Source: an optimization exercise on an open RTL-to-GDS flow (aim: small area, a short achievable clock period and few clock cycles). Production flows keep margins and buffers that such runs may drop.
No run shown here included a check of the RTL's function; only the layout flow was run.
Power figures rest on the tool's default switching activity, not on a simulated workload.

==> flow/run.sh <==
#!/bin/bash
# synth_recipe.tcl (not shown) runs the flow's synth.tcl, then flattens the netlist and writes it again
# the make line also repeats each setting of config.mk as NAME=value (left out here)
make -C /OpenROAD-flow-scripts/flow DESIGN_CONFIG=/design/flow/config.mk WORK_HOME=/design/flow/orfs CLKGATE_MAP_FILE= SYNTH_SCRIPT=/design/flow/synth_recipe.tcl finish
==> flow/config.mk <==
export PLATFORM = sky130hd
export DESIGN_NAME = eth_txdma
export DESIGN_NICKNAME = eth_txdma
export VERILOG_FILES = /design/flow/design.v
export SDC_FILE = /design/flow/constraint.sdc
export NUM_CORES = 4
export LEC_CHECK = 0
export CAP_MARGIN = 20
export CORE_MARGIN = 2
export CORE_UTILIZATION = 45
export SLEW_MARGIN = 20
==> flow/constraint.sdc <==
create_clock -name core_clock -period 5.0 [get_ports {clk}]
set_input_delay 1.0000 -clock core_clock [delete_from_list [all_inputs] [get_ports {clk}]]
set_output_delay 1.0000 -clock core_clock [all_outputs]
set_load 0.01 [all_outputs]
==> flow/design.v <==
package txdma_pkg;
    typedef logic [31:0] desc_t;         
    typedef logic [31:0] addr_t;         
    typedef logic [31:0] data_t;         
    typedef logic [7:0]  byte_t;         
    typedef logic [6:0]  bd_index_t;     
    typedef logic [8:0]  tx_status_t;    
    localparam int BIT_READY  = 15;      
    localparam int BIT_IRQ    = 14;      
    localparam int BIT_WRAP   = 13;      
    localparam int BIT_PAD    = 12;
    localparam int BIT_CRC    = 11;
    localparam tx_status_t STAT_ERR_MASK = 9'h10F;
endpackage
module eth_txdma #(
    parameter int DEPTH = 8                       
) (
    input  logic                  clk,
    input  logic                  reset,
    input  logic                  tx_en,
    input  txdma_pkg::bd_index_t  max_tx_bd,
    input  logic                  bd_wait,
    input  txdma_pkg::desc_t      bd_desc,
    input  txdma_pkg::addr_t      bd_ptr,
    input  txdma_pkg::tx_status_t tx_stat,
    input  logic                  tx_stat_valid,
    output logic                  bd_read,
    output logic                  bd_write,
    output txdma_pkg::bd_index_t  bd_index,
    output txdma_pkg::desc_t      bd_writedata,
    output logic                  tx_stat_ack,
    output logic                  per_packet_pad,
    output logic                  per_packet_crc,
    output logic                  txb_irq,
    output logic                  txe_irq,
    input  logic                  av_waitrequest,
    input  txdma_pkg::data_t      av_readdata,
    input  logic                  av_readdatavalid,
    output logic                  av_read,
    output txdma_pkg::addr_t      av_address,
    input  logic                  tx_ack,
    output txdma_pkg::byte_t      tx_data,
    output logic                  tx_dv,
    output logic                  tx_sop,
    output logic                  tx_eop
);
    localparam int FIFO_AW = $clog2(DEPTH);
    logic        st_rd;                  
    logic        st_dma;                 
    logic        st_wr;                  
    logic [15:0] len;                    
    logic [5:0]  flags;                  
    txdma_pkg::tx_status_t stat;
    logic        take;
    logic        wr_ok;
    logic        stat_err;
    assign bd_read     = st_rd;
    assign bd_write    = st_wr;
    assign take        = st_rd & ~bd_wait & bd_desc[txdma_pkg::BIT_READY];
    assign wr_ok       = st_wr & ~bd_wait;
    assign stat_err    = |(stat & txdma_pkg::STAT_ERR_MASK);
    assign bd_writedata   = {len, 1'b0, flags, stat};
    assign per_packet_pad = flags[txdma_pkg::BIT_PAD - 9];
    assign per_packet_crc = flags[txdma_pkg::BIT_CRC - 9];
    always_ff @(posedge clk or posedge reset) begin
        if (reset) begin
            st_rd       <= 1'b0;
            st_dma      <= 1'b0;
            st_wr       <= 1'b0;
            tx_stat_ack <= 1'b0;
            txb_irq     <= 1'b0;
            txe_irq     <= 1'b0;
            bd_index    <= '0;
        end else begin
            tx_stat_ack <= st_dma & tx_stat_valid & ~tx_stat_ack;
            txb_irq     <= wr_ok & flags[txdma_pkg::BIT_IRQ - 9] & ~stat_err;
            txe_irq     <= wr_ok & flags[txdma_pkg::BIT_IRQ - 9] & stat_err;
            if (tx_en & ~st_rd & ~st_dma & ~st_wr) begin
                st_rd <= 1'b1;
            end
            if (take) begin
                st_rd  <= 1'b0;
                st_dma <= 1'b1;
            end
            if (tx_stat_ack) begin
                st_dma <= 1'b0;
                st_wr  <= 1'b1;
            end
            if (wr_ok) begin
                st_wr <= 1'b0;
                st_rd <= 1'b1;
                if (flags[txdma_pkg::BIT_WRAP - 9] || bd_index == max_tx_bd) begin
                    bd_index <= '0;
                end else begin
                    bd_index <= bd_index + 7'd1;
                end
            end
        end
    end
    always_ff @(posedge clk) begin
        if (take) begin
            len   <= bd_desc[31:16];
            flags <= bd_desc[14:9];
        end
        if (tx_stat_ack) begin
            stat <= tx_stat;
        end
    end
    logic [29:0]        addr;            
    logic [13:0]        icnt;            
    logic               itail;           
    logic [FIFO_AW:0]   occ;             
    logic               rd_ok;
    logic               pop;
    assign av_read    = st_dma & ((|icnt) | itail) & (occ != DEPTH[FIFO_AW:0]);
    assign av_address = {addr, 2'b00};
    assign rd_ok      = av_read & ~av_waitrequest;
    always_ff @(posedge clk or posedge reset) begin
        if (reset) begin
            occ <= '0;
        end else if (rd_ok & ~pop) begin
            occ <= occ + 1'b1;
        end else if (pop & ~rd_ok) begin
            occ <= occ - 1'b1;
        end
    end
    always_ff @(posedge clk) begin
        if (take) begin
            addr  <= bd_ptr[31:2];
            icnt  <= bd_desc[31:18];
            itail <= |bd_desc[17:16];
        end else if (rd_ok) begin
            addr <= addr + 30'd1;
            if (|icnt) icnt <= icnt - 14'd1;
            else       itail <= 1'b0;
        end
    end
    txdma_pkg::data_t  mem [DEPTH];
    logic [FIFO_AW-1:0] wptr;
    logic [FIFO_AW-1:0] rptr;
    logic               wlap;            
    logic               rlap;
    logic               empty;
    txdma_pkg::data_t   head;
    assign empty = (wptr == rptr) & (wlap == rlap);
    assign head  = mem[rptr];
    always_ff @(posedge clk or posedge reset) begin
        if (reset) begin
            wptr <= '0;
            rptr <= '0;
            wlap <= 1'b0;
            rlap <= 1'b0;
        end else begin
            if (av_readdatavalid) begin
                if (wptr == FIFO_AW'(DEPTH - 1)) begin
                    wptr <= '0;
                    wlap <= ~wlap;
                end else begin
                    wptr <= wptr + 1'b1;
                end
            end
            if (pop) begin
                if (rptr == FIFO_AW'(DEPTH - 1)) begin
                    rptr <= '0;
                    rlap <= ~rlap;
                end else begin
                    rptr <= rptr + 1'b1;
                end
            end
        end
    end
    always_ff @(posedge clk) begin
        if (av_readdatavalid) mem[wptr] <= av_readdata;
    end
    logic [15:0] rem;                    
    logic [1:0]  lane;
    logic        first;
    logic        avail;
    logic        load;
    assign lane  = len[1:0] - rem[1:0];
    assign avail = st_dma & ~empty & (|rem);
    assign load  = avail & (~tx_dv | tx_ack);
    assign pop   = load & ((lane == 2'd3) | (rem == 16'd1));
    always_ff @(posedge clk or posedge reset) begin
        if (reset) begin
            tx_dv <= 1'b0;
        end else if (~tx_dv | tx_ack) begin
            tx_dv <= avail;
        end
    end
    always_ff @(posedge clk) begin
        if (take) begin
            rem   <= bd_desc[31:16];
            first <= 1'b1;
        end else if (load) begin
            rem   <= rem - 16'd1;
            first <= 1'b0;
        end
        if (load) begin
            tx_data <= head[{lane, 3'b000} +: 8];
            tx_sop  <= first;
            tx_eop  <= (rem == 16'd1);
        end
    end
endmodule
==> results of run 1 <==
-- placed cells by master, fill, tap and decap left out, drive strengths merged, types with 3 or more instances in the layout --
cell           synthesis  final
nand3                 22     22
conb                   1      3
nor4                  16     16
o21ai                 42     42
o22ai                  8      8
a211oi                14     14
mux4                  64     64
clkdlybuf4s50          0    195
a22o                   5      5
xor2                  25     25
nor3                  14     14
nor2b                 16     16
dfrtp                 26     26
ha                    14     14
nand2                 67     67
a21oi                 27     27
clkbuf                15     49
nand2b                 4      4
mux2i                  9      9
xnor2                 45     45
nand4                  8      8
inv                   15     17
clkinv                 0     16
edfxtp               358    358
and3                   8      8
mux2                  22     22
a31oi                  3      3
or4                    4      4
nor2                  52     52
buf                   24     21
-- flip-flops by register name, indices dropped and copies added, names as in the netlist, 3 cells and up --
| name | cells |
|---|---|
| rem | 16 |
| len | 16 |
| addr | 30 |
| wptr | 3 |
| flags | 6 |
| mem | 256 |
| bd_index | 7 |
| tx_data | 8 |
| rptr | 3 |
| stat | 9 |
| occ | 4 |
| icnt | 14 |
-- per-layer routing --
metal	GRT usage	vias to the layer above	share of wire
met1	0.256	4467	0.44
met2	0.306	235	0.47
met3	0.0351	65	0.061
met4	0.0559	4	0.024
met5	0	-	0.00064
li1	-	4171	-
-- cell families (layout without fill, tap and decap cells) --
| family | count (synthesis) | after routing | synth area share |
|---|---|---|---|
| DFF | 385 | 385 | 0.711 |
| and+or+nand+nor | 222 | 222 | 0.0713 |
| AOI/OAI and AO/OA | 109 | 109 | 0.0402 |
| muxes | 95 | 95 | 0.111 |
| xor gates and xnor gates | 71 | 71 | 0.0395 |
| buffers and inverters | 54 | 299 | 0.0153 |
| adders and majority gates | 15 | 15 | 0.0121 |
| other | 1 | 4 | 0.000233 |
-- power by group --
| part | switching [mW] | total [mW] | internal (mW) | leakage (nW) |
|---|---|---|---|---|
| clock network | 1.19 | 2.75 | 1.56 | 0.590 |
| logic | 1.63 | 3.20 | 1.57 | 2.32 |
| registers | 0.492 | 4.87 | 4.38 | 3.62 |
-- cell usage after synthesis (3+ instances only) --
library cell and n:
sky130_fd_sc_hd__mux2_2 22, sky130_fd_sc_hd__ha_1 14, sky130_fd_sc_hd__and3_1 8, sky130_fd_sc_hd__clkbuf_1 15, sky130_fd_sc_hd__dfrtp_1 26, sky130_fd_sc_hd__buf_2 13, sky130_fd_sc_hd__nand2b_1 4, sky130_fd_sc_hd__a31oi_1 3
sky130_fd_sc_hd__xnor2_1 45, sky130_fd_sc_hd__mux2i_1 9, sky130_fd_sc_hd__o21ai_1 7, sky130_fd_sc_hd__nand3_1 22, sky130_fd_sc_hd__nor2_1 51, sky130_fd_sc_hd__edfxtp_1 358, sky130_fd_sc_hd__mux4_2 64, sky130_fd_sc_hd__nand2_1 67
sky130_fd_sc_hd__a22o_1 5, sky130_fd_sc_hd__o22ai_1 8, sky130_fd_sc_hd__buf_1 5, sky130_fd_sc_hd__a211oi_1 14, sky130_fd_sc_hd__xor2_1 25, sky130_fd_sc_hd__or4_1 3, sky130_fd_sc_hd__buf_4 5, sky130_fd_sc_hd__nand4_1 7
sky130_fd_sc_hd__a21oi_1 27, sky130_fd_sc_hd__nor2b_1 16, sky130_fd_sc_hd__nor3_1 13, sky130_fd_sc_hd__nor4_2 7, sky130_fd_sc_hd__o21ai_0 35, sky130_fd_sc_hd__nor4_1 8, sky130_fd_sc_hd__inv_1 14
-- critical path: cells and delay by family (launching register included) --
kind | cells | cell delay, ns
buffers and inverters | 1 | 0.51
DFF | 1 | 0.46
and+or+nand+nor | 4 | 1.31
-- path summary, 6_finish.rpt --
| check | end |
|---|---|
| setup / recovery | av_read |
| min in group asynchronous | wptr[1] |
| hold reg to reg | tx_sop |
| hold / removal | tx_sop |
| max in group asynchronous | rptr[0] |
| setup reg to reg | occ[3] |
-- final cells by class --
class,count,area (um^2),area share
multi-input cells,515,4480,0.226
inverters,15,56.3,0.00284
repair buffers,216,2110,0.106
clock buffers,49,1070,0.0537
diodes,1,2.50,0.000126
flip-flops and latches,385,11400,0.576
well taps,461,577,0.0291
clock inverters,19,119,0.00599
-- through the flow --
step                      setup slack [ns]  hold slack [ns]  power [mW]
after floorplan                       1.07            0.408        6.92
after global placement                1.42            0.421        8.15
after detailed placement              1.43            0.419        8.20
after CTS                             1.20            0.433        11.0
after global routing                 0.953            0.442        11.4
final                                 1.19            0.429        10.8
==> results_tabular.tex, run 1 <==
\begin{tabular}{lr}
\hline
Metric & Value \\
\hline
\multicolumn{2}{l}{\textbf{Logic synthesis}} \\
\quad Sequential-to-total area share from yosys stat & 0.711 \\
\quad Proportion of netlist area held by the largest area contributor & 0.669 \\
\quad Share of flip-flops with an asynchronous set or reset & 0.0675 \\
\quad Number of distinct library cells after synthesis & 56 \\
\quad Number of flops mapped to enable cells by yosys & between 300 and 400 \\
\quad Register bit total from synthesis & between 300 and 400 \\
\quad Biggest area contributors in the synthesized netlist & sky130\_fd\_sc\_hd\_\_edfxtp\_1 67\%, sky130\_fd\_sc\_hd\_\_mux4\_2 9.0\%, sky130\_fd\_sc\_hd\_\_dfrtp\_1 4.0\% \\
\quad Cells after synthesis & around 950 \\
\quad Most used flip-flop cell after synthesis & sky130\_fd\_sc\_hd\_\_edfxtp\_1 \\
\quad Synth area leader & sky130\_fd\_sc\_hd\_\_edfxtp\_1 \\
\quad Summed instance area of the synthesized netlist & between 15000 and 20000 um\^{}2 \\
\quad Post-Synthesis Mean Instance Area & roughly 17 um\^{}2 \\
\quad Count of warnings emitted by yosys & 1 \\
\multicolumn{2}{l}{\textbf{Final layout}} \\
\quad Layout Utilization & 0.561 \\
\quad Final cell count without fillers & about 1700 \\
\quad Fill cells & roughly 2900 \\
\quad Share of final-layout standard cells stronger than drive strength 1 & 0.158 \\
\quad Net count, final & roughly 1300 \\
\quad Layout-stage area growth over the synthesis result & 23.4\% \\
\quad Total non-filler cell area in the finished layout & between 15000 and 20000 um\^{}2 \\
\multicolumn{2}{l}{\textbf{Min path}} \\
\quad Worst hold stages & 0 \\
\quad Kind of path behind the tightest hold check & flop to flop \\
\quad Min-delay src & first \\
\multicolumn{2}{l}{\textbf{Clock network}} \\
\quad Post-cts sizing count & 0 \\
\quad Clk pin slew, worst setup/hold paths & $\sim$0.060 ns \\
\quad Number of post-CTS setup repair buffers & 0 \\
\quad Library cell used as clock root buffer & sky130\_fd\_sc\_hd\_\_clkbuf\_16 \\
\quad Clk Latency, worst-skew pair & roughly 0.54 ns \\
\quad Inserted Clock Buffers & 41 \\
\quad CTS tree & built \\
\quad Clock net sink count & around 390 \\
\quad H-Tree Level Count & 2 \\
\quad Count of hold buffers inserted by post-cts repair & 0 \\
\quad Maximum root-to-sink buffer count & 3 \\
\multicolumn{2}{l}{\textbf{Floorplanning}} \\
\quad Height of the chip & approximately 190 um \\
\quad Core outline area & 35400 um\^{}2 \\
\quad Rows & 69 \\
\quad DIE WIDTH & 193 um \\
\quad Starting density of the core & 0.454 \\
\quad Io pins & 210 \\
\quad Die footprint & around 37000 um\^{}2 \\
\multicolumn{2}{l}{\textbf{Power and ir drop}} \\
\quad VDD IR max & approximately 0.00038 V \\
\quad Leak & 6.53 nW \\
\quad Ratio of total power to cell area & approximately 550 nW/um\^{}2 \\
\multicolumn{2}{l}{\textbf{Setup path}} \\
\quad Critical path's slowest cell & sky130\_fd\_sc\_hd\_\_nor4\_1 \\
\quad Maximum fanout count along the critical path & 5 \\
\quad CP startpoint kind & flop \\
\quad Start of the worst register-to-register path & rem[0] \\
\quad Crit path top cell by count & sky130\_fd\_sc\_hd\_\_nor4\_1 \\
\quad Endpoint class of the critical path & output port \\
\quad Crit-path max cell delay & around 0.54 ns \\
\quad Req. time, crit path & $\sim$4.0 ns \\
\quad R2R depth & 11 \\
\quad Launch point of the critical path & icnt[4] \\
\quad Crit path DAT & approximately 2.8 ns \\
\quad Startpoint-to-endpoint class of the critical path & flop to output port \\
\quad Cell-by-cell trace of the critical path & nor4\_1, nand4b\_1, nor4\_1, nor2\_1, clkdlybuf4s50\_1 \\
\quad Worst reg-to-reg setup slack & between 1.5 and 2 ns \\
\multicolumn{2}{l}{\textbf{Route}} \\
\quad DR WL/cell & 20.7 um \\
\quad Drt first pass iters & 5 \\
\quad Antenna violation net count after detailed routing & 0 \\
\quad Routed via count & between 8000 and 9000 \\
\quad Violation count after the first detailed-routing iteration & roughly 600 \\
\quad Sum of routed wire length over all layers & $\sim$34000 um \\
\quad DRC violation count after routing & 0 \\
\quad Via count normalized by instance count & 5.38 \\
\multicolumn{2}{l}{\textbf{Timing}} \\
\quad RSZ-0062 raised after global routing & false \\
\quad Worst-case clock skew & 0.00811 ns \\
\quad Total negative slack for setup checks & 0 ns \\
\quad Final Setup Violations & 0 \\
\quad Tmin final & $\sim$3.8 ns \\
\quad Final Max Tran Viols & 0 \\
\quad Total count of hold-check failures in the final report & 0 \\
\quad Crit share post-route & 0.762 \\
\quad Transition at the pin with the smallest max-transition slack & approximately 1.0 ns \\
\quad Slew headroom & 0.328 \\
\quad Fmax achieved & between 200 and 300 MHz \\
\multicolumn{2}{l}{\textbf{Place}} \\
\quad Port Buffers & between 150 and 200 \\
\quad Dpl cell area & $\sim$19000 um\^{}2 \\
\quad HPWL after detailed placement & between 20000 and 25000 um \\
\quad Routability congestion estimate & 0.774 \\
\quad Count of placed standard cells including taps & approximately 1600 \\
\multicolumn{2}{l}{\textbf{Status}} \\
\quad Run status & timing/DRC/antenna clean \\
\multicolumn{2}{l}{\textbf{Global routing}} \\
\quad Pin count of the biggest net entering global routing & 67 \\
\quad Global route total overflow & 0 \\
\quad Initial antenna violation count & 3 \\
\quad Vias in the first global route & around 9000 \\
\quad GRT Overall Usage & 0.187 \\
\quad Global-route wire length before repair & between 50000 and 60000 um \\
\multicolumn{2}{l}{\textbf{Flow run}} \\
\quad Reported max-cap violation count & 0 \\
\hline
\end{tabular}
==> run 2, diff against run 1 <==
--- a/flow/design.v
+++ b/flow/design.v
@@ -112,14 +112,30 @@
     logic [FIFO_AW:0]   occ;             
+    logic               more;            
+    logic               more_nx;         
+    logic               credit_nx;       
     logic               rd_ok;
     logic               pop;
-    assign av_read    = st_dma & ((|icnt) | itail) & (occ != DEPTH[FIFO_AW:0]);
     assign av_address = {addr, 2'b00};
     assign rd_ok      = av_read & ~av_waitrequest;
-    always_ff @(posedge clk or posedge reset) begin
-        if (reset) begin
-            occ <= '0;
-        end else if (rd_ok & ~pop) begin
-            occ <= occ + 1'b1;
-        end else if (pop & ~rd_ok) begin
-            occ <= occ - 1'b1;
+    assign more       = (|icnt) | itail;
+    assign more_nx    = (|icnt[13:1]) | (icnt[0] & itail) | (more & ~rd_ok);
+    always_comb begin
+        credit_nx = 1'b1;
+        if (occ == (FIFO_AW+1)'(DEPTH)) begin
+            credit_nx = pop;
+        end else if (occ == (FIFO_AW+1)'(DEPTH - 1)) begin
+            credit_nx = ~rd_ok | pop;
+        end
+    end
+    always_ff @(posedge clk or posedge reset) begin
+        if (reset) begin
+            occ     <= '0;
+            av_read <= 1'b0;
+        end else begin
+            av_read <= take | (st_dma & more_nx & credit_nx);
+            if (rd_ok & ~pop) begin
+                occ <= occ + 1'b1;
+            end else if (pop & ~rd_ok) begin
+                occ <= occ - 1'b1;
+            end
         end
@@ -137,3 +153,3 @@
     end
-    txdma_pkg::data_t  mem [DEPTH];
+    txdma_pkg::data_t   mem [DEPTH];
     logic [FIFO_AW-1:0] wptr;
@@ -174,11 +190,11 @@
     end
-    logic [15:0] rem;                    
-    logic [1:0]  lane;
+    logic [1:0]  lane;                   
     logic        first;
+    logic        last;                   
     logic        avail;
     logic        load;
-    assign lane  = len[1:0] - rem[1:0];
-    assign avail = st_dma & ~empty & (|rem);
+    assign last  = ~more & (occ == (FIFO_AW+1)'(1)) & (lane == len[1:0] - 2'd1);
+    assign avail = st_dma & ~empty;
     assign load  = avail & (~tx_dv | tx_ack);
-    assign pop   = load & ((lane == 2'd3) | (rem == 16'd1));
+    assign pop   = load & ((lane == 2'd3) | last);
     always_ff @(posedge clk or posedge reset) begin
@@ -192,6 +208,6 @@
         if (take) begin
-            rem   <= bd_desc[31:16];
+            lane  <= 2'd0;
             first <= 1'b1;
         end else if (load) begin
-            rem   <= rem - 16'd1;
+            lane  <= lane + 2'd1;
             first <= 1'b0;
@@ -201,3 +217,3 @@
             tx_sop  <= first;
-            tx_eop  <= (rem == 16'd1);
+            tx_eop  <= last;
         end
==> results_tabular.tex, run 2 <==
\begin{tabular}{lr}
\hline
Metric & Value \\
\hline
\multicolumn{2}{l}{\textbf{Logic synthesis}} \\
\quad Cells after synthesis & 850 \\
\quad Share of flip-flops with an asynchronous set or reset & 0.0726 \\
\quad Count leader, synth & sky130\_fd\_sc\_hd\_\_edfxtp\_1 \\
\quad Summed instance area of the synthesized netlist & 15200 um\^{}2 \\
\quad Proportion of netlist area held by the largest area contributor & 0.675 \\
\quad Post-Synthesis Mean Instance Area & approximately 18 um\^{}2 \\
\quad Number of distinct library cells after synthesis & 49 \\
\quad Most used flip-flop cell after synthesis & sky130\_fd\_sc\_hd\_\_edfxtp\_1 \\
\quad Number of flops mapped to enable cells by yosys & 342 \\
\quad Count of warnings emitted by yosys & 1 \\
\quad Most frequent cells after synthesis & 342 x sky130\_fd\_sc\_hd\_\_edfxtp\_1, 80 x sky130\_fd\_sc\_hd\_\_mux4\_2, 73 x sky130\_fd\_sc\_hd\_\_nand2\_1, 48 x sky130\_fd\_sc\_hd\_\_o21ai\_0, 38 x sky130\_fd\_sc\_hd\_\_xor2\_1 \\
\quad Sequential-to-total area share from yosys stat & 0.723 \\
\quad Biggest area contributors in the synthesized netlist & sky130\_fd\_sc\_hd\_\_edfxtp\_1 67\%, sky130\_fd\_sc\_hd\_\_mux4\_2 12\%, sky130\_fd\_sc\_hd\_\_dfrtp\_1 4.4\% \\
\quad Synth area leader & sky130\_fd\_sc\_hd\_\_edfxtp\_1 \\
\quad Register bit total from synthesis & approximately 370 \\
\multicolumn{2}{l}{\textbf{Final layout}} \\
\quad Multi-input gate area & between 4000 and 5000 um\^{}2 \\
\quad Fill cells & 2644 \\
\quad Sequential standard cell area & 11000 um\^{}2 \\
\quad Register with the highest flop count & mem \\
\quad Max FFs per register & $\sim$260 \\
\quad Share of final-layout standard cells stronger than drive strength 1 & 0.166 \\
\quad Layout-stage area growth over the synthesis result & 24.6\% \\
\quad Net count, final & about 1200 \\
\quad Largest registers in the final layout & mem: 256 flops, addr: 30 flops, len: 16 flops \\
\quad Most common cell after layout, fill and taps aside & sky130\_fd\_sc\_hd\_\_edfxtp\_1 \\
\quad Most used cells in the layout excluding fill and tap cells & 342 x sky130\_fd\_sc\_hd\_\_edfxtp\_1, 195 x sky130\_fd\_sc\_hd\_\_clkdlybuf4s50\_1, 80 x sky130\_fd\_sc\_hd\_\_mux4\_2, 73 x sky130\_fd\_sc\_hd\_\_nand2\_1, 48 x sky130\_fd\_sc\_hd\_\_o21ai\_0 \\
\multicolumn{2}{l}{\textbf{Power and ir drop}} \\
\quad Ratio of total power to cell area & roughly 520 nW/um\^{}2 \\
\quad Leak & between 6 and 7 nW \\
\quad Internal power & about 7.1 mW \\
\quad VDD IR max & about 0.00032 V \\
\quad Relative contribution of combinational cells to total power & 0.275 \\
\quad Switching Share & 0.289 \\
\quad Switching power total & approximately 2.9 mW \\
\quad Clock share of power & 0.273 \\
\quad Share of power burned in registers & 0.452 \\
\multicolumn{2}{l}{\textbf{Timing}} \\
\quad Fmax achieved & 324 MHz \\
\quad Transition at the pin with the smallest max-transition slack & 1.01 ns \\
\quad Total negative slack for setup checks & 0 ns \\
\quad Total count of hold-check failures in the final report & 0 \\
\quad RSZ-0062 raised after global routing & false \\
\quad Final Setup Violations & 0 \\
\quad Slew headroom & 0.322 \\
\quad Final Max Tran Viols & 0 \\
\quad Crit share post-route & 0.618 \\
\quad Tmin final & a little over 3 ns \\
\quad Final Hold Slack & between 0.4 and 0.5 ns \\
\quad Worst-case clock skew & between 0.01 and 0.015 ns \\
\multicolumn{2}{l}{\textbf{Clock network}} \\
\quad H-Tree Level Count & 2 \\
\quad Count of hold buffers inserted by post-cts repair & 0 \\
\quad Post-cts sizing count & 0 \\
\quad Library cell used as clock root buffer & sky130\_fd\_sc\_hd\_\_clkbuf\_16 \\
\quad Clk pin slew, worst setup/hold paths & $\sim$0.060 ns \\
\quad Inserted Clock Buffers & 41 \\
\quad Number of post-CTS setup repair buffers & 0 \\
\quad Clock net sink count & about 370 \\
\quad CTS tree & built \\
\quad Clk Latency, worst-skew pair & approximately 0.54 ns \\
\quad Maximum root-to-sink buffer count & 3 \\
\multicolumn{2}{l}{\textbf{Flow run}} \\
\quad Reported max-cap violation count & 0 \\
\multicolumn{2}{l}{\textbf{Floorplanning}} \\
\quad Core outline area & 33400 um\^{}2 \\
\quad Height of the chip & $\sim$190 um \\
\quad Die footprint & approximately 35000 um\^{}2 \\
\quad Starting density of the core & 0.455 \\
\quad DIE WIDTH & about 190 um \\
\quad Io pins & 210 \\
\quad Rows & 67 \\
\multicolumn{2}{l}{\textbf{Route}} \\
\quad DRC violation count after routing & 0 \\
\quad Violation count after the first detailed-routing iteration & $\sim$550 \\
\quad Via count normalized by instance count & roughly 5.3 \\
\quad Routed via count & slightly above 8000 \\
\quad DR WL/cell & 20.7 um \\
\quad Drt first pass iters & 5 \\
\quad Antenna violation net count after detailed routing & 0 \\
\quad Sum of routed wire length over all layers & $\sim$32000 um \\
\multicolumn{2}{l}{\textbf{Setup path}} \\
\quad Endpoint class of the critical path & flop \\
\quad Req. time, crit path & roughly 5.5 ns \\
\quad Critical path's slowest cell & sky130\_fd\_sc\_hd\_\_nor4\_1 \\
\quad Maximum fanout count along the critical path & 5 \\
\quad Startpoint-to-endpoint class of the critical path & flop to flop \\
\quad Crit path DAT & 3.54 ns \\
\quad Crit-path max cell delay & about 0.6 ns \\
\quad Cell-by-cell trace of the critical path & nor4\_1, nand4\_1, nor3\_1, o21a\_1, inv\_1, ha\_1, or4\_1, a21oi\_1, xor2\_1 \\
\quad CP startpoint kind & flop \\
\quad Worst reg-to-reg setup slack & approximately 1.9 ns \\
\multicolumn{2}{l}{\textbf{Global routing}} \\
\quad Global-route wire length before repair & roughly 50000 um \\
\quad Global route total overflow & 0 \\
\quad Vias in the first global route & 8463 \\
\quad Initial antenna violation count & 1 \\
\quad GRT Overall Usage & 0.185 \\
\quad Pin count of the biggest net entering global routing & between 60 and 70 \\
\multicolumn{2}{l}{\textbf{Status}} \\
\quad Run status & timing/DRC/antenna clean \\
\multicolumn{2}{l}{\textbf{Place}} \\
\quad Port Buffers & 195 \\
\quad HPWL after detailed placement & $\sim$20000 um \\
\quad Routability congestion estimate & just under 0.8 \\
\multicolumn{2}{l}{\textbf{Min path}} \\
\quad Kind of path behind the tightest hold check & flop to flop \\
\hline
\end{tabular}
-- run 2: kinds of logic after synthesis --
group / count (synthesis) / synth area share
AO/OA/AOI/OAI: 73 / 0.0266
other: 1 / 0.000246
adder cells (fa/ha/maj): 13 / 0.0107
flip-flops: 372 / 0.723
AND/OR/NAND/NOR: 184 / 0.0589
buffers and inverters: 52 / 0.0164
XOR/XNOR: 58 / 0.0334
multiplexers: 97 / 0.131
-- run 2: final timing paths --
path | end | cells after the start | from
min in group asynchronous | tx_dv | 3 | reset
setup / recovery | occ[3] | 9 | icnt[6]
setup reg to reg | occ[3] | 9 | icnt[6]
hold reg to reg | tx_sop | 0 | first
max in group asynchronous | rptr[0] | 3 | reset
hold / removal | tx_sop | 0 | first
-- run 2: area by class of cell --
type,count,area share
sequential,372,0.581
multi-input combinational,428,0.213
timing repair buffer,212,0.110
clock buffer,52,0.0573
inverter,15,0.00297
clock inverter,21,0.00660
antenna,1,0.000132
tap,448,0.0296
-- run 2: critical path: cells and delay by family (launching register included) --
kind / cells / cell delay (ns)
AOI/OAI and AO/OA: 2 / 0.44
xor gates and xnor gates: 1 / 0.17
adders and majority gates: 1 / 0.26
buffers and inverters: 1 / 0.06
DFF: 1 / 0.45
and+or+nand+nor: 4 / 1.63
-- run 2: routing by layer --
metal / GRT usage / part of all wire / up-vias
met1: 0.251 / 0.44 / 4114
li1: - / - / 3784
met5: 0 / 0 / -
met3: 0.0356 / 0.057 / 55
met2: 0.305 / 0.48 / 243
met4: 0.0578 / 0.025 / 0
-- run 2: per-stage QoR --
stage	power [mW]	setup WS (ns)	utilization	cell area (um^2)	instances
after global routing	10.5	1.52	0.567	19000	1548
after detailed placement	7.36	1.61	0.531	17800	1475
final	9.94	1.91	0.567	19000	1549
after global placement	7.32	1.68	0.531	17800	1475
after floorplan	6.25	1.23	-	15200	852
after CTS	10.1	1.91	0.567	19000	1548
-- run 2: power by group through the flow --
stage,clock [mW],combinational (mW),sequential (mW)
global placement,0,2.77,4.54
detailed placement,0,2.81,4.56
CTS,2.80,2.82,4.50
floorplan,0,1.75,4.50
global route,2.91,2.99,4.57
finish,2.71,2.73,4.49
==> run 3, diff against run 2 <==
--- a/flow/config.mk
+++ b/flow/config.mk
@@ -7,2 +7,3 @@
 export LEC_CHECK = 0
+export ABC_CLOCK_PERIOD_IN_PS = 2200
 export CAP_MARGIN = 20
@@ -10,2 +11,3 @@
 export CORE_UTILIZATION = 45
+export SETUP_SLACK_MARGIN = 2.8
 export SLEW_MARGIN = 20
==> results_tabular.tex, run 3 <==
\begin{tabular}{lr}
\hline
Metric & Value \\
\hline
\multicolumn{2}{l}{\textbf{Setup path}} \\
\quad CP startpoint kind & flop \\
\quad Launch point of the critical path & occ[1] \\
\quad Worst reg-to-reg setup slack & between 2 and 3 ns \\
\quad Req. time, crit path & $\sim$5.4 ns \\
\quad Start of the worst register-to-register path & occ[1] \\
\quad Crit path DAT & 2.92 ns \\
\quad Cell-by-cell trace of the critical path & inv\_2, ha\_4, or4b\_4, nor3\_4, o21a\_2, inv\_2, ha\_4, or4\_4, a21oi\_2, xor2\_1 \\
\quad Endpoint class of the critical path & flop \\
\quad Critical R2R Capture & occ[3] \\
\quad Crit-path max cell delay & around 0.48 ns \\
\quad Maximum fanout count along the critical path & 4 \\
\quad Critical path's slowest cell & sky130\_fd\_sc\_hd\_\_or4b\_4 \\
\quad Startpoint-to-endpoint class of the critical path & flop to flop \\
\quad R2R depth & 10 \\
\quad Crit path capture & occ[3] \\
\multicolumn{2}{l}{\textbf{Place}} \\
\quad Port Buffers & 195 \\
\quad HPWL after detailed placement & 19700 um \\
\quad Routability congestion estimate & roughly 0.77 \\
\quad Count of placed standard cells including taps & between 1000 and 1500 \\
\multicolumn{2}{l}{\textbf{Timing}} \\
\quad Final Setup Violations & 0 \\
\quad Worst-case clock skew & $\sim$0.016 ns \\
\quad Fmax achieved & approximately 400 MHz \\
\quad Final Max Tran Viols & 0 \\
\quad Slew headroom & 0.519 \\
\quad Crit share post-route & 0.496 \\
\quad Tmin final & 2.48 ns \\
\quad Total count of hold-check failures in the final report & 0 \\
\quad Transition at the pin with the smallest max-transition slack & a little over 0.7 ns \\
\quad Total negative slack for setup checks & 0 ns \\
\quad RSZ-0062 raised after global routing & true \\
\multicolumn{2}{l}{\textbf{Clock network}} \\
\quad Inserted Clock Buffers & 40 \\
\quad Clock net sink count & roughly 370 \\
\quad Maximum root-to-sink buffer count & 3 \\
\quad Clk Latency, worst-skew pair & $\sim$0.53 ns \\
\quad CTS tree & built \\
\quad Count of hold buffers inserted by post-cts repair & 0 \\
\quad Clk pin slew, worst setup/hold paths & 0.06 ns \\
\quad H-Tree Level Count & 2 \\
\quad Library cell used as clock root buffer & sky130\_fd\_sc\_hd\_\_clkbuf\_16 \\
\multicolumn{2}{l}{\textbf{Global routing}} \\
\quad Global route total overflow & 0 \\
\quad Global-route wire length before repair & about 53000 um \\
\quad Vias in the first global route & 8914 \\
\quad GRT Overall Usage & 0.198 \\
\quad Initial antenna violation count & 1 \\
\quad Pin count of the biggest net entering global routing & 67 \\
\multicolumn{2}{l}{\textbf{Power and ir drop}} \\
\quad Leak & a little over 7 nW \\
\quad VDD IR max & approximately 0.00037 V \\
\quad Ratio of total power to cell area & 553 nW/um\^{}2 \\
\multicolumn{2}{l}{\textbf{Floorplanning}} \\
\quad Core outline area & 33400 um\^{}2 \\
\quad Io pins & 210 \\
\quad Height of the chip & between 150 and 200 um \\
\quad Starting density of the core & 0.455 \\
\quad Die footprint & 35300 um\^{}2 \\
\quad DIE WIDTH & around 190 um \\
\quad Rows & 67 \\
\multicolumn{2}{l}{\textbf{Logic synthesis}} \\
\quad Summed instance area of the synthesized netlist & 15200 um\^{}2 \\
\quad Post-Synthesis Mean Instance Area & approximately 18 um\^{}2 \\
\quad Proportion of netlist area held by the largest area contributor & 0.675 \\
\quad Register bit total from synthesis & 372 \\
\quad Most frequent cells after synthesis & 342 x sky130\_fd\_sc\_hd\_\_edfxtp\_1, 80 x sky130\_fd\_sc\_hd\_\_mux4\_2, 73 x sky130\_fd\_sc\_hd\_\_nand2\_1, 48 x sky130\_fd\_sc\_hd\_\_o21ai\_0, 38 x sky130\_fd\_sc\_hd\_\_xor2\_1 \\
\quad Cells after synthesis & 850 \\
\quad Biggest area contributors in the synthesized netlist & sky130\_fd\_sc\_hd\_\_edfxtp\_1 67\%, sky130\_fd\_sc\_hd\_\_mux4\_2 12\%, sky130\_fd\_sc\_hd\_\_dfrtp\_1 4.4\% \\
\quad Sequential-to-total area share from yosys stat & 0.723 \\
\quad Share of flip-flops with an asynchronous set or reset & 0.0726 \\
\quad Count of warnings emitted by yosys & 1 \\
\quad Number of distinct library cells after synthesis & 49 \\
\quad Number of flops mapped to enable cells by yosys & about 340 \\
\quad Synth area leader & sky130\_fd\_sc\_hd\_\_edfxtp\_1 \\
\quad Most used flip-flop cell after synthesis & sky130\_fd\_sc\_hd\_\_edfxtp\_1 \\
\quad Count leader, synth & sky130\_fd\_sc\_hd\_\_edfxtp\_1 \\
\multicolumn{2}{l}{\textbf{Status}} \\
\quad Run status & timing/DRC/antenna clean \\
\multicolumn{2}{l}{\textbf{Route}} \\
\quad Sum of routed wire length over all layers & around 35000 um \\
\quad DRC violation count after routing & 0 \\
\quad Drt first pass iters & 4 \\
\quad Antenna violation net count after detailed routing & 0 \\
\quad Violation count after the first detailed-routing iteration & about 640 \\
\quad Via count normalized by instance count & $\sim$5.3 \\
\quad Routed via count & about 8700 \\
\quad DR WL/cell & 21.0 um \\
\multicolumn{2}{l}{\textbf{Final layout}} \\
\quad Max FFs per register & around 260 \\
\quad Largest registers in the final layout & mem: 256 flops, addr: 30 flops, len: 16 flops \\
\quad Most common cell after layout, fill and taps aside & sky130\_fd\_sc\_hd\_\_edfxtp\_1 \\
\quad Multi-input gate area & about 4300 um\^{}2 \\
\quad Most used cells in the layout excluding fill and tap cells & 342 x sky130\_fd\_sc\_hd\_\_edfxtp\_1, 106 x sky130\_fd\_sc\_hd\_\_clkdlybuf4s50\_1, 86 x sky130\_fd\_sc\_hd\_\_buf\_4, 80 x sky130\_fd\_sc\_hd\_\_mux4\_2, 70 x sky130\_fd\_sc\_hd\_\_nand2\_1 \\
\quad Sequential standard cell area & roughly 11000 um\^{}2 \\
\quad Final cell count without fillers & between 1500 and 2000 \\
\quad Share of final-layout standard cells stronger than drive strength 1 & 0.307 \\
\quad Net count, final & 1298 \\
\quad Fill cells & roughly 2500 \\
\quad Antenna fix cells & 0 \\
\quad Layout-stage area growth over the synthesis result & 33.2\% \\
\quad Register with the highest flop count & mem \\
\multicolumn{2}{l}{\textbf{Flow run}} \\
\quad Reported max-cap violation count & 0 \\
\multicolumn{2}{l}{\textbf{Min path}} \\
\quad Kind of path behind the tightest hold check & flop to flop \\
\hline
\end{tabular}
## run 3: cell count changes in the layout (fill, tap and decap cells not counted), moves of 9 or more
cell	previous run	this run
sky130_fd_sc_hd__buf_2	0	31
sky130_fd_sc_hd__bufinv_16	0	12
sky130_fd_sc_hd__buf_4	16	86
sky130_fd_sc_hd__clkbuf_2	0	16
sky130_fd_sc_hd__clkdlybuf4s15_1	0	33
sky130_fd_sc_hd__dfrtp_1	25	16
sky130_fd_sc_hd__buf_12	1	12
sky130_fd_sc_hd__clkdlybuf4s50_1	195	106
sky130_fd_sc_hd__dfrtp_2	1	10
## run 3: worst max-delay path, delay by kind of cell (launching register included)
family	cells	cell delay, ns
and+or+nand+nor	3	1.10
DFF	1	0.41
buffers and inverters	2	0.13
AOI/OAI and AO/OA	2	0.32
xor gates and xnor gates	1	0.16
adders and majority gates	2	0.27
## run 3: report_power, final
group | switching (mW) | internal (mW) | total (mW) | leakage [nW]
clock network | 1.20 | 2.10 | 3.29 | 0.722
registers | 0.334 | 4.09 | 4.43 | 3.50
logic | 1.64 | 1.84 | 3.48 | 2.85
total | 3.18 | 8.03 | 11.2 | 7.07
## run 3: per-stage QoR
step	util	total power, mW	setup slack [ns]	area [um^2]	hold WS [ns]
6_report	0.606	11.2	2.52	20300	0.431
4_1_cts	0.605	11.3	2.56	20200	0.431
3_5_place_dp	0.535	7.40	1.38	17900	0.416
5_1_grt	0.606	11.7	2.42	20300	0.450
3_3_place_gp	0.535	7.37	1.42	17900	0.412
2_1_floorplan	-	6.36	2.41	15500	0.408
## run 3: cell families (layout without fill, tap and decap cells)
logic type / after synthesis / count (layout) / synth area share
buf+inv: 52 / 393 / 0.0164
simple gates: 184 / 186 / 0.0589
compound gates: 73 / 73 / 0.0266
fa+ha+maj: 13 / 13 / 0.0107
other cells: 1 / 3 / 0.000246
xor+xnor: 58 / 58 / 0.0334
flops: 372 / 372 / 0.723
mux: 97 / 97 / 0.131
## run 3: repair_timing
| item | 4_1_cts | 5_1_grt |
|---|---|---|
| gates resized for setup | 263 | 54 |
| pin swaps | 13 | 8 |
| endpoints found under the setup margin | 436 | 93 |
| buffers inserted | 74 | 12 |
| cloned | 8 | 0 |
## run 3: layout make-up
cell class,instances,area share
multi-input combinational,430,0.211
tap,448,0.0276
sequential,372,0.544
clock buffer,45,0.0503
timing repair buffer,306,0.141
inverter,15,0.00420
clock inverter,27,0.0227
## run 3: worst min-delay path by stage
stage | end | slack [ns] | startpoint | cells after the start
after CTS | tx_sop | 0.43 | first | 0
after global routing | tx_sop | 0.45 | first | 0
final | tx_sop | 0.43 | first | 0
after detailed placement | tx_sop | 0.42 | first | 0
after global placement | tx_sop | 0.41 | first | 0
after floorplan | tx_sop | 0.41 | first | 0
## run 3: layer usage
metal | part of all wire | track usage | routed length [um]
met5 | 0.00032 | 0 | 11
met4 | 0.018 | 0.0497 | 605
met3 | 0.060 | 0.0387 | 2080
met2 | 0.48 | 0.323 | 16600
met1 | 0.44 | 0.276 | 15200
==> run 4, diff against run 3 <==
--- a/flow/design.v
+++ b/flow/design.v
@@ -15,3 +15,3 @@
 module eth_txdma #(
-    parameter int DEPTH = 8                       
+    parameter int DEPTH = 7                       
 ) (
@@ -111,6 +111,6 @@
     logic               itail;           
-    logic [FIFO_AW:0]   occ;             
     logic               more;            
     logic               more_nx;         
-    logic               credit_nx;       
+    logic [DEPTH-1:0]   occ;             
+    logic               full_nx;         
     logic               rd_ok;
@@ -119,12 +119,4 @@
     assign rd_ok      = av_read & ~av_waitrequest;
-    assign more       = (|icnt) | itail;
     assign more_nx    = (|icnt[13:1]) | (icnt[0] & itail) | (more & ~rd_ok);
-    always_comb begin
-        credit_nx = 1'b1;
-        if (occ == (FIFO_AW+1)'(DEPTH)) begin
-            credit_nx = pop;
-        end else if (occ == (FIFO_AW+1)'(DEPTH - 1)) begin
-            credit_nx = ~rd_ok | pop;
-        end
-    end
+    assign full_nx    = (occ[DEPTH-1] & ~(pop & ~rd_ok)) | (occ[DEPTH-2] & rd_ok & ~pop);
     always_ff @(posedge clk or posedge reset) begin
@@ -133,8 +125,10 @@
             av_read <= 1'b0;
+            more    <= 1'b0;
         end else begin
-            av_read <= take | (st_dma & more_nx & credit_nx);
+            av_read <= take | (st_dma & more_nx & ~full_nx);
+            more    <= take | more_nx;
             if (rd_ok & ~pop) begin
-                occ <= occ + 1'b1;
+                occ <= {occ[DEPTH-2:0], 1'b1};
             end else if (pop & ~rd_ok) begin
-                occ <= occ - 1'b1;
+                occ <= {1'b0, occ[DEPTH-1:1]};
             end
@@ -159,5 +153,3 @@
     logic               empty;
-    txdma_pkg::data_t   head;
     assign empty = (wptr == rptr) & (wlap == rlap);
-    assign head  = mem[rptr];
     always_ff @(posedge clk or posedge reset) begin
@@ -190,11 +182,12 @@
     end
+    logic [31:0] cw;                     
     logic [1:0]  lane;                   
-    logic        first;
-    logic        last;                   
-    logic        avail;
-    logic        load;
-    assign last  = ~more & (occ == (FIFO_AW+1)'(1)) & (lane == len[1:0] - 2'd1);
-    assign avail = st_dma & ~empty;
-    assign load  = avail & (~tx_dv | tx_ack);
-    assign pop   = load & ((lane == 2'd3) | last);
+    logic        cw_final;               
+    logic        first;                  
+    logic        final_w;                
+    logic        shift;
+    assign tx_data = cw[7:0];
+    assign final_w = ~more & occ[0] & ~occ[1];
+    assign shift   = tx_dv & tx_ack & ~tx_eop & (lane != 2'd3);
+    assign pop     = st_dma & ~empty & (~tx_dv | (tx_ack & (lane == 2'd3)));
     always_ff @(posedge clk or posedge reset) begin
@@ -202,4 +195,6 @@
             tx_dv <= 1'b0;
-        end else if (~tx_dv | tx_ack) begin
-            tx_dv <= avail;
+        end else if (pop) begin
+            tx_dv <= 1'b1;
+        end else if (tx_ack & (tx_eop | (lane == 2'd3))) begin
+            tx_dv <= 1'b0;
         end
@@ -208,12 +203,17 @@
         if (take) begin
-            lane  <= 2'd0;
             first <= 1'b1;
-        end else if (load) begin
-            lane  <= lane + 2'd1;
+        end else if (pop) begin
             first <= 1'b0;
         end
-        if (load) begin
-            tx_data <= head[{lane, 3'b000} +: 8];
-            tx_sop  <= first;
-            tx_eop  <= last;
+        if (pop) begin
+            cw       <= mem[rptr];
+            lane     <= 2'd0;
+            cw_final <= final_w;
+            tx_sop   <= first;
+            tx_eop   <= final_w & (len[1:0] == 2'd1);
+        end else if (shift) begin
+            cw[23:0] <= cw[31:8];
+            lane     <= lane + 2'd1;
+            tx_sop   <= 1'b0;
+            tx_eop   <= cw_final & (lane == len[1:0] - 2'd2);
         end
==> results_tabular.tex, run 4 <==
\begin{tabular}{lr}
\hline
Metric & Value \\
\hline
\multicolumn{2}{l}{\textbf{Final layout}} \\
\quad Final cell count without fillers & roughly 1800 \\
\quad Register with the highest flop count & mem \\
\quad Net count, final & about 1400 \\
\quad Most common cell after layout, fill and taps aside & sky130\_fd\_sc\_hd\_\_edfxtp\_1 \\
\quad Max FFs per register & $\sim$220 \\
\quad Most used cells in the layout excluding fill and tap cells & 335 x sky130\_fd\_sc\_hd\_\_edfxtp\_1, 105 x sky130\_fd\_sc\_hd\_\_nand2\_1, 105 x sky130\_fd\_sc\_hd\_\_clkdlybuf4s50\_1, 79 x sky130\_fd\_sc\_hd\_\_o21ai\_0, 73 x sky130\_fd\_sc\_hd\_\_buf\_4 \\
\quad Share of final-layout standard cells stronger than drive strength 1 & 0.213 \\
\quad Layout-stage area growth over the synthesis result & 29.3\% \\
\quad Largest registers in the final layout & mem: 224 flops, cw: 32 flops, addr: 30 flops \\
\quad Total non-filler cell area in the finished layout & 19600 um\^{}2 \\
\multicolumn{2}{l}{\textbf{Global routing}} \\
\quad Global-route wire length before repair & about 53000 um \\
\quad GRT Overall Usage & 0.198 \\
\quad Initial antenna violation count & 3 \\
\quad Pin count of the biggest net entering global routing & 67 \\
\quad Global route total overflow & 0 \\
\quad Vias in the first global route & between 9000 and 10000 \\
\multicolumn{2}{l}{\textbf{Route}} \\
\quad Sum of routed wire length over all layers & $\sim$35000 um \\
\quad DR WL/cell & 20.1 um \\
\quad DRC violation count after routing & 0 \\
\quad Violation count after the first detailed-routing iteration & between 500 and 600 \\
\quad Antenna violation net count after detailed routing & 0 \\
\quad Drt first pass iters & 7 \\
\quad Routed via count & between 9000 and 10000 \\
\quad Via count normalized by instance count & approximately 5.2 \\
\multicolumn{2}{l}{\textbf{Clock network}} \\
\quad Inserted Clock Buffers & 40 \\
\quad Clk Latency, worst-skew pair & about 0.53 ns \\
\quad Clock net sink count & $\sim$370 \\
\quad Clk pin slew, worst setup/hold paths & roughly 0.060 ns \\
\quad Library cell used as clock root buffer & sky130\_fd\_sc\_hd\_\_clkbuf\_16 \\
\quad Maximum root-to-sink buffer count & 3 \\
\quad H-Tree Level Count & 2 \\
\quad CTS tree & built \\
\quad Count of hold buffers inserted by post-cts repair & 0 \\
\multicolumn{2}{l}{\textbf{Place}} \\
\quad Port Buffers & 195 \\
\quad Dpl ws & around 1.7 ns \\
\quad Routability congestion estimate & just under 0.8 \\
\quad Dpl cell area & about 18000 um\^{}2 \\
\quad Count of placed standard cells including taps & 1597 \\
\quad HPWL after detailed placement & 19200 um \\
\multicolumn{2}{l}{\textbf{Logic synthesis}} \\
\quad Compound-Gate Fraction of Synth Area & 0.0473 \\
\quad Biggest area contributors in the synthesized netlist & sky130\_fd\_sc\_hd\_\_edfxtp\_1 66\%, sky130\_fd\_sc\_hd\_\_dfrtp\_1 5.1\%, sky130\_fd\_sc\_hd\_\_mux4\_2 4.8\% \\
\quad Number of distinct library cells after synthesis & 44 \\
\quad Cells after synthesis & 996 \\
\quad Number of flops mapped to enable cells by yosys & 335 \\
\quad Simple-gate share of the synthesized area & 0.0754 \\
\quad Synth area leader & sky130\_fd\_sc\_hd\_\_edfxtp\_1 \\
\quad Fraction of synthesized area in multiplexers & 0.0982 \\
\quad Count of warnings emitted by yosys & 1 \\
\quad Share of flip-flops with an asynchronous set or reset & 0.0840 \\
\quad Post-Synthesis Mean Instance Area & 15.2 um\^{}2 \\
\quad Most used flip-flop cell after synthesis & sky130\_fd\_sc\_hd\_\_edfxtp\_1 \\
\quad Count leader, synth & sky130\_fd\_sc\_hd\_\_edfxtp\_1 \\
\quad Adder-cell share of the synthesized area & 0.00578 \\
\quad Summed instance area of the synthesized netlist & roughly 15000 um\^{}2 \\
\quad Area share of xor/xnor cells in the synthesized design & 0.0312 \\
\quad Register bit total from synthesis & 369 \\
\quad Main combinational cell family by area after synthesis & multiplexers \\
\quad Most frequent cells after synthesis & 335 x sky130\_fd\_sc\_hd\_\_edfxtp\_1, 109 x sky130\_fd\_sc\_hd\_\_nand2\_1, 86 x sky130\_fd\_sc\_hd\_\_o21ai\_0, 63 x sky130\_fd\_sc\_hd\_\_mux2i\_1, 59 x sky130\_fd\_sc\_hd\_\_nor2\_1 \\
\quad Proportion of netlist area held by the largest area contributor & 0.664 \\
\quad Sequential-to-total area share from yosys stat & 0.720 \\
\multicolumn{2}{l}{\textbf{Setup path}} \\
\quad Req. time, crit path & between 5 and 6 ns \\
\quad CP startpoint kind & input port \\
\quad Crit path DAT & approximately 2.4 ns \\
\quad Maximum fanout count along the critical path & 30 \\
\quad Cell-by-cell trace of the critical path & clkdlybuf4s50\_1, nand2\_1, or2\_4, buf\_4, nand2\_8 \\
\quad Cell type group with the largest total delay on the critical path & buffers and inverters \\
\quad Endpoint class of the critical path & flop \\
\quad Startpoint-to-endpoint class of the critical path & input port to flop \\
\quad Crit-path max cell delay & between 0.4 and 0.5 ns \\
\quad Critical path's slowest cell & sky130\_fd\_sc\_hd\_\_clkdlybuf4s50\_1 \\
\quad Count of buffering cells on the critical path with inverters included & 2 \\
\multicolumn{2}{l}{\textbf{Floorplanning}} \\
\quad Rows & 67 \\
\quad Height of the chip & around 190 um \\
\quad DIE WIDTH & 187 um \\
\quad Die footprint & approximately 35000 um\^{}2 \\
\quad Core outline area & approximately 33000 um\^{}2 \\
\quad Starting density of the core & 0.454 \\
\quad Io pins & between 200 and 250 \\
\multicolumn{2}{l}{\textbf{Timing}} \\
\quad Crit share post-route & 0.435 \\
\quad Transition at the pin with the smallest max-transition slack & between 0.7 and 0.8 ns \\
\quad Worst-case clock skew & just over 0.02 ns \\
\quad Final Setup Violations & 0 \\
\quad Total count of hold-check failures in the final report & 0 \\
\quad Fmax achieved & 460 MHz \\
\quad Slew headroom & 0.507 \\
\quad Total negative slack for setup checks & 0 ns \\
\quad Tmin final & between 2 and 2.5 ns \\
\quad Final Max Tran Viols & 0 \\
\quad RSZ-0062 raised after global routing & true \\
\quad Fin worst setup slack & between 2 and 3 ns \\
\multicolumn{2}{l}{\textbf{Status}} \\
\quad Run status & timing/DRC/antenna clean \\
\multicolumn{2}{l}{\textbf{Power and ir drop}} \\
\quad Switching Share & 0.312 \\
\quad Internal power & between 7 and 8 mW \\
\quad Leak & 6.91 nW \\
\quad Share of power burned in registers & 0.422 \\
\quad VDD IR max & roughly 0.00034 V \\
\quad Relative contribution of combinational cells to total power & 0.319 \\
\quad Pwr Total & around 11 mW \\
\quad Ratio of total power to cell area & about 540 nW/um\^{}2 \\
\quad Clock share of power & 0.260 \\
\quad Switching power total & between 3 and 4 mW \\
\multicolumn{2}{l}{\textbf{Min path}} \\
\quad Kind of path behind the tightest hold check & flop to flop \\
\multicolumn{2}{l}{\textbf{Flow run}} \\
\quad Reported max-cap violation count & 0 \\
\hline
\end{tabular}
==> run 4: worst paths after layout <==
kind | end | cells past startpoint | slack (ns) | from
min in group asynchronous | txb_irq | 3 | 0.86 | reset
hold / removal | txb_irq | 1 | 0.47 | stat[1]
setup / recovery | addr[24] | 5 | 2.83 | bd_desc[15]
max in group asynchronous | rptr[1] | 3 | 3.80 | reset
setup reg to reg | av_read | 7 | 2.85 | wptr[1]
hold reg to reg | txb_irq | 1 | 0.47 | stat[1]
==> run 4: timing repair <==
item	CTS	global route
setup buffers	63	8
gates resized for setup	214	49
gates cloned	7	1
pin swaps	6	4
setup endpoints to repair	444	122
==> run 4: metal layers <==
| layer | GRT usage | vias up | routed length (um) | share of wire |
|---|---|---|---|---|
| li1 | - | 4300 | - | - |
| met1 | 0.265 | 4490 | 15500 | 0.44 |
| met2 | 0.335 | 256 | 16900 | 0.48 |
| met3 | 0.0385 | 45 | 2060 | 0.059 |
| met4 | 0.0506 | 4 | 646 | 0.018 |
| met5 | 0 | - | 21 | 0.00060 |
==> run 4: worst reg2reg max path, cell delays in order (launching register included) <==
cell and delay, ns:
sky130_fd_sc_hd__dfrtp_1 0.58, sky130_fd_sc_hd__xnor2_1 0.17, sky130_fd_sc_hd__nand4_1 0.21, sky130_fd_sc_hd__and3_4 0.29, sky130_fd_sc_hd__buf_6 0.16, sky130_fd_sc_hd__bufbuf_16 0.29
sky130_fd_sc_hd__o21ai_0 0.25, sky130_fd_sc_hd__a21oi_1 0.07
==> run 4: final cells by class <==
class	count	area (um^2)
antenna	1	2.50
clock buffer	47	1030
clock inverter	26	205
fill	2635	13800
inverter	13	65.1
multi-input combinational	562	4140
sequential	369	10900
tap	448	561
timing repair buffer	284	2660
==> run 4: kinds of logic after synthesis <==
family,Yosys count
simple gates,250
buf+inv,72
compound gates,136
fa+ha+maj,7
flops,369
xor+xnor,54
mux,107
other cells,1
==> run 4: power groups by stage <==
stage,Combinational (mW),Sequential (mW),Clock (mW)
2_1_floorplan,1.92,4.57,0
3_3_place_gp,2.75,4.71,0
3_5_place_dp,2.79,4.73,0
4_1_cts,3.35,4.53,2.84
5_1_grt,3.69,4.56,2.97
6_report,3.40,4.50,2.77
==> run 4: through the flow <==
stage                util  hold slack [ns]
CTS                 0.586            0.477
global route        0.587            0.490
finish              0.587            0.466
floorplan               -            0.451
global placement    0.529            0.462
detailed placement  0.529            0.468
==> run 5, diff against run 4 <==
--- a/flow/design.v
+++ b/flow/design.v
@@ -15,3 +15,3 @@
 module eth_txdma #(
-    parameter int DEPTH = 7                       
+    parameter int DEPTH = 8                       
 ) (
==> results_tabular.tex, run 5 <==
\begin{tabular}{lr}
\hline
Metric & Value \\
\hline
\multicolumn{2}{l}{\textbf{Logic synthesis}} \\
\quad Cells after synthesis & about 970 \\
\quad Share of flip-flops with an asynchronous set or reset & 0.0796 \\
\quad Summed instance area of the synthesized netlist & about 16000 um\^{}2 \\
\quad Count of warnings emitted by yosys & 1 \\
\quad Synth area leader & sky130\_fd\_sc\_hd\_\_edfxtp\_1 \\
\quad Most used flip-flop cell after synthesis & sky130\_fd\_sc\_hd\_\_edfxtp\_1 \\
\quad Register bit total from synthesis & 402 \\
\quad Post-Synthesis Mean Instance Area & $\sim$17 um\^{}2 \\
\quad Biggest area contributors in the synthesized netlist & sky130\_fd\_sc\_hd\_\_edfxtp\_1 67\%, sky130\_fd\_sc\_hd\_\_mux4\_2 8.8\%, sky130\_fd\_sc\_hd\_\_dfrtp\_1 4.9\% \\
\quad Number of distinct library cells after synthesis & 51 \\
\quad Proportion of netlist area held by the largest area contributor & 0.674 \\
\quad Sequential-to-total area share from yosys stat & 0.727 \\
\quad Count leader, synth & sky130\_fd\_sc\_hd\_\_edfxtp\_1 \\
\quad Most frequent cells after synthesis & 367 x sky130\_fd\_sc\_hd\_\_edfxtp\_1, 80 x sky130\_fd\_sc\_hd\_\_nand2\_1, 64 x sky130\_fd\_sc\_hd\_\_mux4\_2, 60 x sky130\_fd\_sc\_hd\_\_nor2\_1, 53 x sky130\_fd\_sc\_hd\_\_o21ai\_0 \\
\quad Number of flops mapped to enable cells by yosys & around 370 \\
\multicolumn{2}{l}{\textbf{Clock network}} \\
\quad CTS tree & built \\
\quad Library cell used as clock root buffer & sky130\_fd\_sc\_hd\_\_clkbuf\_16 \\
\quad Maximum root-to-sink buffer count & 3 \\
\quad Clk Latency, worst-skew pair & 0.54 ns \\
\quad Inserted Clock Buffers & 43 \\
\quad Clk pin slew, worst setup/hold paths & 0.06 ns \\
\quad H-Tree Level Count & 2 \\
\quad Clock net sink count & roughly 400 \\
\multicolumn{2}{l}{\textbf{Global routing}} \\
\quad Initial antenna violation count & 3 \\
\quad Global-route wire length before repair & $\sim$57000 um \\
\quad GRT Overall Usage & 0.197 \\
\quad Vias in the first global route & around 9500 \\
\quad Global route total overflow & 0 \\
\quad Pin count of the biggest net entering global routing & between 50 and 60 \\
\multicolumn{2}{l}{\textbf{Floorplanning}} \\
\quad Rows & roughly 70 \\
\quad DIE WIDTH & 195 um \\
\quad Core outline area & $\sim$36000 um\^{}2 \\
\quad Height of the chip & around 190 um \\
\quad Starting density of the core & 0.459 \\
\quad Io pins & 210 \\
\quad Die footprint & roughly 38000 um\^{}2 \\
\multicolumn{2}{l}{\textbf{Final layout}} \\
\quad Net count, final & between 1000 and 1500 \\
\quad Layout-stage area growth over the synthesis result & 27.6\% \\
\quad Most used cells in the layout excluding fill and tap cells & 367 x sky130\_fd\_sc\_hd\_\_edfxtp\_1, 106 x sky130\_fd\_sc\_hd\_\_clkdlybuf4s50\_1, 76 x sky130\_fd\_sc\_hd\_\_nand2\_1, 73 x sky130\_fd\_sc\_hd\_\_buf\_4, 64 x sky130\_fd\_sc\_hd\_\_mux4\_2 \\
\quad Layout Utilization & 0.585 \\
\quad Max FFs per register & between 200 and 300 \\
\quad Register with the highest flop count & mem \\
\quad Antenna fix cells & 0 \\
\quad Share of final-layout standard cells stronger than drive strength 1 & 0.259 \\
\quad Largest registers in the final layout & mem: 256 flops, cw: 32 flops, addr: 30 flops \\
\quad Total non-filler cell area in the finished layout & between 20000 and 25000 um\^{}2 \\
\quad Most common cell after layout, fill and taps aside & sky130\_fd\_sc\_hd\_\_edfxtp\_1 \\
\multicolumn{2}{l}{\textbf{Place}} \\
\quad Port Buffers & $\sim$200 \\
\quad Routability congestion estimate & roughly 0.78 \\
\quad Dpl cell area & between 15000 and 20000 um\^{}2 \\
\quad HPWL after detailed placement & approximately 20000 um \\
\multicolumn{2}{l}{\textbf{Route}} \\
\quad Sum of routed wire length over all layers & approximately 37000 um \\
\quad Drt first pass iters & 5 \\
\quad Via count normalized by instance count & between 5 and 6 \\
\quad DRC violation count after routing & 0 \\
\quad DR WL/cell & about 21 um \\
\quad Antenna violation net count after detailed routing & 0 \\
\quad Routed via count & 9363 \\
\quad Violation count after the first detailed-routing iteration & around 640 \\
\multicolumn{2}{l}{\textbf{Timing}} \\
\quad RSZ-0062 raised after global routing & true \\
\quad Crit share post-route & 0.439 \\
\quad Final Setup Violations & 0 \\
\quad Slew headroom & 0.404 \\
\quad Tmin final & 2.20 ns \\
\quad Worst-case clock skew & approximately 0.013 ns \\
\quad Transition at the pin with the smallest max-transition slack & $\sim$0.89 ns \\
\quad Total negative slack for setup checks & 0 ns \\
\quad Total count of hold-check failures in the final report & 0 \\
\quad Fmax achieved & roughly 460 MHz \\
\quad Final Max Tran Viols & 0 \\
\multicolumn{2}{l}{\textbf{Flow run}} \\
\quad Reported max-cap violation count & 0 \\
\multicolumn{2}{l}{\textbf{Setup path}} \\
\quad Cell-by-cell trace of the critical path & clkdlybuf4s50\_1, or2\_4, clkinv\_2, clkbuf\_16, nand2\_1, o21ai\_0 \\
\quad Endpoint class of the critical path & flop \\
\quad Crit path DAT & 2.47 ns \\
\quad Startpoint-to-endpoint class of the critical path & input port to flop \\
\quad Crit-path max cell delay & 0.60 ns \\
\quad CP startpoint kind & input port \\
\quad Maximum fanout count along the critical path & 24 \\
\quad Req. time, crit path & around 5.3 ns \\
\quad R2R depth & 5 \\
\quad Critical path's slowest cell & sky130\_fd\_sc\_hd\_\_clkdlybuf4s50\_1 \\
\multicolumn{2}{l}{\textbf{Min path}} \\
\quad Kind of path behind the tightest hold check & flop to flop \\
\quad Worst hold stages & 2 \\
\multicolumn{2}{l}{\textbf{Power and ir drop}} \\
\quad VDD IR max & 0.000348 V \\
\quad Ratio of total power to cell area & approximately 550 nW/um\^{}2 \\
\quad Leak & 7.20 nW \\
\multicolumn{2}{l}{\textbf{Status}} \\
\quad Run status & timing/DRC/antenna clean \\
\hline
\end{tabular}
## run 5: critical path: cells and delay by family
family,cells,cell delay [ns]
AOI/OAI and AO/OA,1,0.08
buffers and inverters,3,1.09
and+or+nand+nor,2,0.30
## run 5: cell type report
cell class | count | area (um^2)
Clock buffer | 49 | 1120
Sequential cell | 402 | 11900
Clock inverter | 29 | 201
Timing Repair Buffer | 285 | 2630
Inverter | 16 | 61.3
Multi-Input combinational cell | 501 | 4370
Fill cell | 2799 | 14800
Tap cell | 461 | 577
## run 5: worst paths after layout
path | start | end | slack, ns
min in group asynchronous | reset | occ[3] | 0.86
max in group asynchronous | reset | rptr[0] | 3.79
min | first | first | 0.47
min reg2reg | first | first | 0.47
max | bd_wait | icnt[7] | 2.80
max reg2reg | wptr[0] | tx_eop | 2.88
## run 5: cell families after synthesis
| family | share of synthesized area |
|---|---|
| compound gates | 0.0344 |
| xor+xnor | 0.0284 |
| fa+ha+maj | 0.00842 |
| buf+inv | 0.0200 |
| flops | 0.727 |
| mux | 0.119 |
| other cells | 0.000229 |
| simple gates | 0.0627 |
## run 5: power by group
| part | total [mW] | internal (mW) | leakage, nW | switching (mW) |
|---|---|---|---|---|
| Sequential | 4.85 | 4.57 | 3.80 | 0.283 |
| Clock | 2.97 | 1.71 | 0.635 | 1.26 |
| Combinational | 3.68 | 1.74 | 2.77 | 1.95 |
## run 5: timing repair
action | CTS | global route
hold buffers | 0 | 0
pin swaps | 9 | 1
cloned | 7 | 3
setup buffers | 60 | 8
endpoints found under the setup margin | 501 | 201
gates resized for setup | 250 | 50
## run 5: per-layer routing
metal,wire length [um],track usage,up-vias
met1,16200,0.270,4718
met5,30,0,-
met2,18000,0.322,296
met3,2550,0.0469,56
li1,-,-,4289
met4,621,0.0425,4
## run 5: per-stage QoR
step,total power [mW],setup slack [ns],hold WS (ns),instances
2_1_floorplan,7.12,2.66,0.451,968
3_3_place_gp,8.18,1.66,0.447,1587
3_5_place_dp,8.22,1.66,0.462,1587
4_1_cts,11.6,2.76,0.479,1732
5_1_grt,12.1,2.75,0.497,1743
6_report,11.5,2.80,0.474,1743

==> port drivers added, routing unchanged <==
Ports are ideal in the flow. The routed layouts listed here were re-timed in OpenROAD.
Step 1, drivers: a clkbuf_16 drives clk and a buf_2 each remaining input, both assumed.
Step 2 times the ports against the registers' clock, not the clock port: input delays grow and output delays shrink by t, the midpoint of the rising clock arrivals with the driver on.
a / b / c = no drivers / after step 1 / after step 2; a / b = the first two.
run | shift t [ns] | slack for setup (ns) | clock arrival spread, ns
run 1 | 0.584 | 1.189 / 1.137 / 1.397 | 0.008 / 0.008
run 2 | 0.581 | 1.910 / 1.910 / 1.580 | 0.017 / 0.017
run 3 | 0.579 | 2.520 / 2.520 / 2.124 | 0.016 / 0.016
run 4 | 0.575 | 2.827 / 2.778 / 2.274 | 0.023 / 0.023
run 5 | 0.586 | 2.804 / 2.767 / 2.230 | 0.015 / 0.014
After both steps setup and hold are still met in every run listed. The setup slack of run 5, which loses most, moves by -0.037 ns with the drivers and by -0.574 ns with both steps.
